From an optimization exercise on the open Yosys and OpenROAD flow, aimed at small area, a short achievable clock period and few clock cycles per item; shortcuts taken in it are not production practice.
The RTL was checked by simulation tests, not by an equivalence proof against the original design.
Power and IR drop assume default switching activity.

== violet ==
## wildcard_string_matcher_core
module wildcard_string_matcher_core #(
   parameter int MAX_PATTERN = 64
) (
   input  logic        clock,
   input  logic        reset,
   input  logic        req_tvalid,
   output logic        req_tready,
   input  logic [7:0]  req_tdata,    
   input  logic [1:0]  req_tuser,    
   output logic        rsp_tvalid,
   input  logic        rsp_tready,
   output logic [7:0]  rsp_tdata     
);
Size in the first run: ~3100 cells after synthesis, about 800 flip-flops.
==> flow/config.mk <==
export PLATFORM = sky130hd
export DESIGN_NAME = wildcard_string_matcher_core
export DESIGN_NICKNAME = wildcard_string_matcher_core
export VERILOG_FILES = /design/flow/design.v
export SDC_FILE = /design/flow/constraint.sdc
export NUM_CORES = 4
export LEC_CHECK = 0
export CAP_MARGIN = 20
export CORE_MARGIN = 2
export CORE_UTILIZATION = 65
export CTS_BUF_LIST = sky130_fd_sc_hd__clkbuf_8
export CTS_CLUSTER_DIAMETER = 50
export CTS_CLUSTER_SIZE = 14
export SETUP_SLACK_MARGIN = 3.0
export SLEW_MARGIN = 20
==> flow/constraint.sdc <==
create_clock -name core_clock -period 5.0 [get_ports {clock}]
set_input_delay 1.0000 -clock core_clock [delete_from_list [all_inputs] [get_ports {clock}]]
set_output_delay 1.0000 -clock core_clock [all_outputs]
set_load 0.01 [all_outputs]
standard.sh (not shown) runs the stock make flow with config.mk's settings and CLKGATE_MAP_FILE= SYNTH_SCRIPT=/design/flow/synth_recipe.tcl, a recipe that flattens the netlist after the stock synthesis.
==> flow/flow/run.sh <==
#!/bin/bash
# The standard layout, with the port buffers that buffer_ports inserts made
# ordinary buffers (buf_4) instead of the cell it picks by default.
set -euo pipefail
export BUFFER_PORTS_ARGS="-buffer_cell sky130_fd_sc_hd__buf_4"
bash standard.sh > standard.log 2>&1
violet finished all stages; the layout is clean.
Testbench counts of violet, summed over its fixed seeds: cycles 9,989, items 5,396.
> inputs changed (violet -> nickel)
# violet
export LEC_CHECK = 0
export CAP_MARGIN = 20
export CORE_MARGIN = 2
export CORE_UTILIZATION = 65
export CTS_BUF_LIST = sky130_fd_sc_hd__clkbuf_8
export CTS_CLUSTER_DIAMETER = 50
export CTS_CLUSTER_SIZE = 14
export SETUP_SLACK_MARGIN = 3.0
export SLEW_MARGIN = 20
create_clock -name core_clock -period 5.0 [get_ports {clock}]
# nickel
export LEC_CHECK = 0
export CAP_MARGIN = 20
export CORE_MARGIN = 2
export CORE_UTILIZATION = 75
export CTS_BUF_LIST = sky130_fd_sc_hd__clkbuf_8
export CTS_CLUSTER_DIAMETER = 50
export CTS_CLUSTER_SIZE = 14
export SETUP_SLACK_MARGIN = 2.8
export SLEW_MARGIN = 20
create_clock -name core_clock -period 5.0 [get_ports {clock}]
Notes after the runs:
Compared violet against nickel; power of the sequential group within noise.
Looking at final design utilization, nickel sits above violet.
Delta (nickel minus violet): non-clock buffer count lost 43, met1 global-route usage picked up an extra 5.4 points, total placed cells including tap cells lost about 2.3%.
Cmp violet and nickel / slew at the pin closest to its max-slew limit / higher: nickel
On nickel: part of the power in the clock network is 0.9 points lower than what violet gave.
Comparing violet and nickel, number of rows created at floorplan is higher on violet.
Of violet and nickel, nickel shows the lower switching power summed over all nets, with violet above it.
Against violet, nickel comes in 4.7% lower on overall power after layout.
diff inputs: nickel => amber
# nickel
export LEC_CHECK = 0
export CAP_MARGIN = 20
export CORE_MARGIN = 2
export CORE_UTILIZATION = 75
export CTS_BUF_LIST = sky130_fd_sc_hd__clkbuf_8
export CTS_CLUSTER_DIAMETER = 50
export CTS_CLUSTER_SIZE = 14
export SETUP_SLACK_MARGIN = 2.8
export SLEW_MARGIN = 20
create_clock -name core_clock -period 5.0 [get_ports {clock}]
# amber
export LEC_CHECK = 0
export CAP_MARGIN = 20
export CORE_MARGIN = 2
export CORE_UTILIZATION = 65
export CTS_BUF_LIST = sky130_fd_sc_hd__clkbuf_8
export CTS_CLUSTER_DIAMETER = 50
export CTS_CLUSTER_SIZE = 14
export SETUP_SLACK_MARGIN = 3.1
export SLEW_MARGIN = 20
create_clock -name core_clock -period 5.0 [get_ports {clock}]
==> notes.md <==
- Comparing post-CTS setup buffer count for amber and nickel, the bigger number came from amber.
- Looking at worst relative slew slack, amber sits 13 points above nickel.
- Summary of amber over nickel: count of plain and timing-repair buffers in the layout moved up; combinational power moved up; global-route usage moved down; amount of wire on met3 after detailed routing moved up; final worst setup slack moved up.
- amber vs nickel: portion of the clock cycle consumed by the worst path in the final layout down
#### Input delta (yarrow over amber)
# amber
export LEC_CHECK = 0
export CAP_MARGIN = 20
export CORE_MARGIN = 2
export CORE_UTILIZATION = 65
export CTS_BUF_LIST = sky130_fd_sc_hd__clkbuf_8
export CTS_CLUSTER_DIAMETER = 50
export CTS_CLUSTER_SIZE = 14
export SETUP_SLACK_MARGIN = 3.1
export SLEW_MARGIN = 20
create_clock -name core_clock -period 5.0 [get_ports {clock}]
# yarrow
export LEC_CHECK = 0
export CAP_MARGIN = 20
export CORE_MARGIN = 2
export CORE_UTILIZATION = 65
export CTS_BUF_LIST = sky130_fd_sc_hd__clkbuf_4 sky130_fd_sc_hd__clkbuf_8
export CTS_CLUSTER_DIAMETER = 40
export CTS_CLUSTER_SIZE = 10
export SETUP_SLACK_MARGIN = 2.9
export SLEW_MARGIN = 20
create_clock -name core_clock -period 5.0 [get_ports {clock}]
Findings:
Comparing amber with yarrow, the non-filler instance count after layout came out essentially unchanged. amber → yarrow: switching power share of the total fell 1.3 points, sequential share of layout area rose 2.8 points.
The following lists how sierra was set up differently from yarrow:
# yarrow
export LEC_CHECK = 0
export CAP_MARGIN = 20
export CORE_MARGIN = 2
export CORE_UTILIZATION = 65
export CTS_BUF_LIST = sky130_fd_sc_hd__clkbuf_4 sky130_fd_sc_hd__clkbuf_8
export CTS_CLUSTER_DIAMETER = 40
export CTS_CLUSTER_SIZE = 10
export SETUP_SLACK_MARGIN = 2.9
export SLEW_MARGIN = 20
create_clock -name core_clock -period 5.0 [get_ports {clock}]
# sierra
export LEC_CHECK = 0
export CAP_MARGIN = 20
export CORE_MARGIN = 2
export CORE_UTILIZATION = 65
export CTS_BUF_LIST = sky130_fd_sc_hd__clkbuf_16
export CTS_CLUSTER_DIAMETER = 80
export CTS_CLUSTER_SIZE = 24
export SETUP_SLACK_MARGIN = 2.8
export SLEW_MARGIN = 20
create_clock -name core_clock -period 5.0 [get_ports {clock}]
Notes after the runs:
The part of the cycle the worst path needs in sierra sits 0.36 points below the value recorded for yarrow. sierra vs yarrow, share of cells above drive strength 1 went down by 4.2 points. Core utilization of the finished layout: sierra lower than yarrow. Relative to yarrow, the via count of the first global-routing pass measured on sierra has decreased by a few percent.
The inputs of maple differ from those of sierra as listed below.
# sierra
export LEC_CHECK = 0
export CAP_MARGIN = 20
export CORE_MARGIN = 2
export CORE_UTILIZATION = 65
export CTS_BUF_LIST = sky130_fd_sc_hd__clkbuf_16
export CTS_CLUSTER_DIAMETER = 80
export CTS_CLUSTER_SIZE = 24
export SETUP_SLACK_MARGIN = 2.8
export SLEW_MARGIN = 20
create_clock -name core_clock -period 5.0 [get_ports {clock}]
# maple
export LEC_CHECK = 0
export CAP_MARGIN = 20
export CORE_MARGIN = 2
export CORE_UTILIZATION = 65
export CTS_BUF_LIST = sky130_fd_sc_hd__clkbuf_8
export CTS_CLUSTER_DIAMETER = 50
export CTS_CLUSTER_SIZE = 14
export SETUP_SLACK_MARGIN = 2.9
export SLEW_MARGIN = 20
create_clock -name core_clock -period 5.0 [get_ports {clock}]
[summary]
Reported for maple and sierra, setup total negative slack turned out identical to the last digit.
Sort maple and sierra by number of buffers added by the clock tree synthesis step desc -> top: maple
sierra ended up with sent_ff[2] as its beginning of the critical path; maple ended up with qd_ff[0][1].
Diff sierra -> maple: first-pass GRT wire length up 3.2%, highest fanout seen on the critical path down 5, placed instance area flat.
Summary of maple over sierra: worst setup slack moved up; total wire length moved up; maximum frequency moved up; number of non-clock buffers in the layout moved up.
Per the comparison of maple with sierra, power density normalized to cell area shows no meaningful change; combinational share of power shows a reduction of 0.2 points.

---

Setup of rev 12:
wildcard_string_matcher_core again, from the RTL that the note above started with.
clock: 5.0 ns
lec_check: 0
cap_margin: 20
core_margin: 2
core_utilization: 65
cts_buf_list: sky130_fd_sc_hd__clkbuf_8
cts_cluster_diameter: 50
cts_cluster_size: 14
setup_slack_margin: 2.7
slew_margin: 20
Scripts as last shown in full above: flow/flow/run.sh
Testbench counts of rev 12, summed over its fixed seeds: cycles 9,989, items 5,396.
## Diff of input files: rev 13 against rev 12
Settings: a change of SETUP_SLACK_MARGIN from 2.7 to 2.5.
Rev 13 vs rev 12 — global-route wire length before repair rose about 0.8%. Against rev 12, rev 13 comes in about 2% lower on clock distribution power. Delta (rev 13 minus rev 12): post-route cell area has decreased, portion of total power attributed to combinational logic has increased, non-clock buffer count in the final layout has decreased. Rev 13 vs. rev 12: fraction of power consumed by the clock network went down by 0.4 points.

==> static timing again, ports no longer ideal <==
In the flow no input, the clock included, has a driving cell. The finished layouts below were timed again as built, in two steps. Step 1 assumes that a clkbuf_16 drives the clock port and a buf_2 every other input. Step 2 also shifts input and output timing later by t, the mid clock arrival at the registers, as if the neighbouring blocks saw the same clock. Slacks: no drivers / after step 1 / after step 2; pairs: no drivers / after step 1.
run | t (ns) | slack for setup (ns) | latest minus earliest clock arrival (ns) | slew at the worst register clock pin (ns)
violet | 0.742 | 2.780 / 2.724 / 2.287 | 0.043 / 0.043 | 0.10 / 0.10
nickel | 0.730 | 2.752 / 2.752 / 2.091 | 0.030 / 0.029 | 0.10 / 0.10
amber | 0.730 | 2.783 / 2.726 / 2.165 | 0.031 / 0.031 | 0.10 / 0.10
yarrow | 0.779 | 2.749 / 2.692 / 2.126 | 0.024 / 0.024 | 0.07 / 0.07
sierra | 0.651 | 2.767 / 2.767 / 2.219 | 0.021 / 0.021 | 0.10 / 0.10
maple | 0.742 | 2.791 / 2.735 / 2.229 | 0.034 / 0.034 | 0.09 / 0.09
rev 12 | 0.732 | 2.734 / 2.728 / 2.040 | 0.028 / 0.029 | 0.10 / 0.10
rev 13 | 0.738 | 2.593 / 2.595 / 1.888 | 0.023 / 0.024 | 0.10 / 0.10
After both steps setup and hold are still met in every run listed. The setup slack of rev 13, which loses most, moves by +0.002 ns with the drivers and by -0.705 ns with both steps.
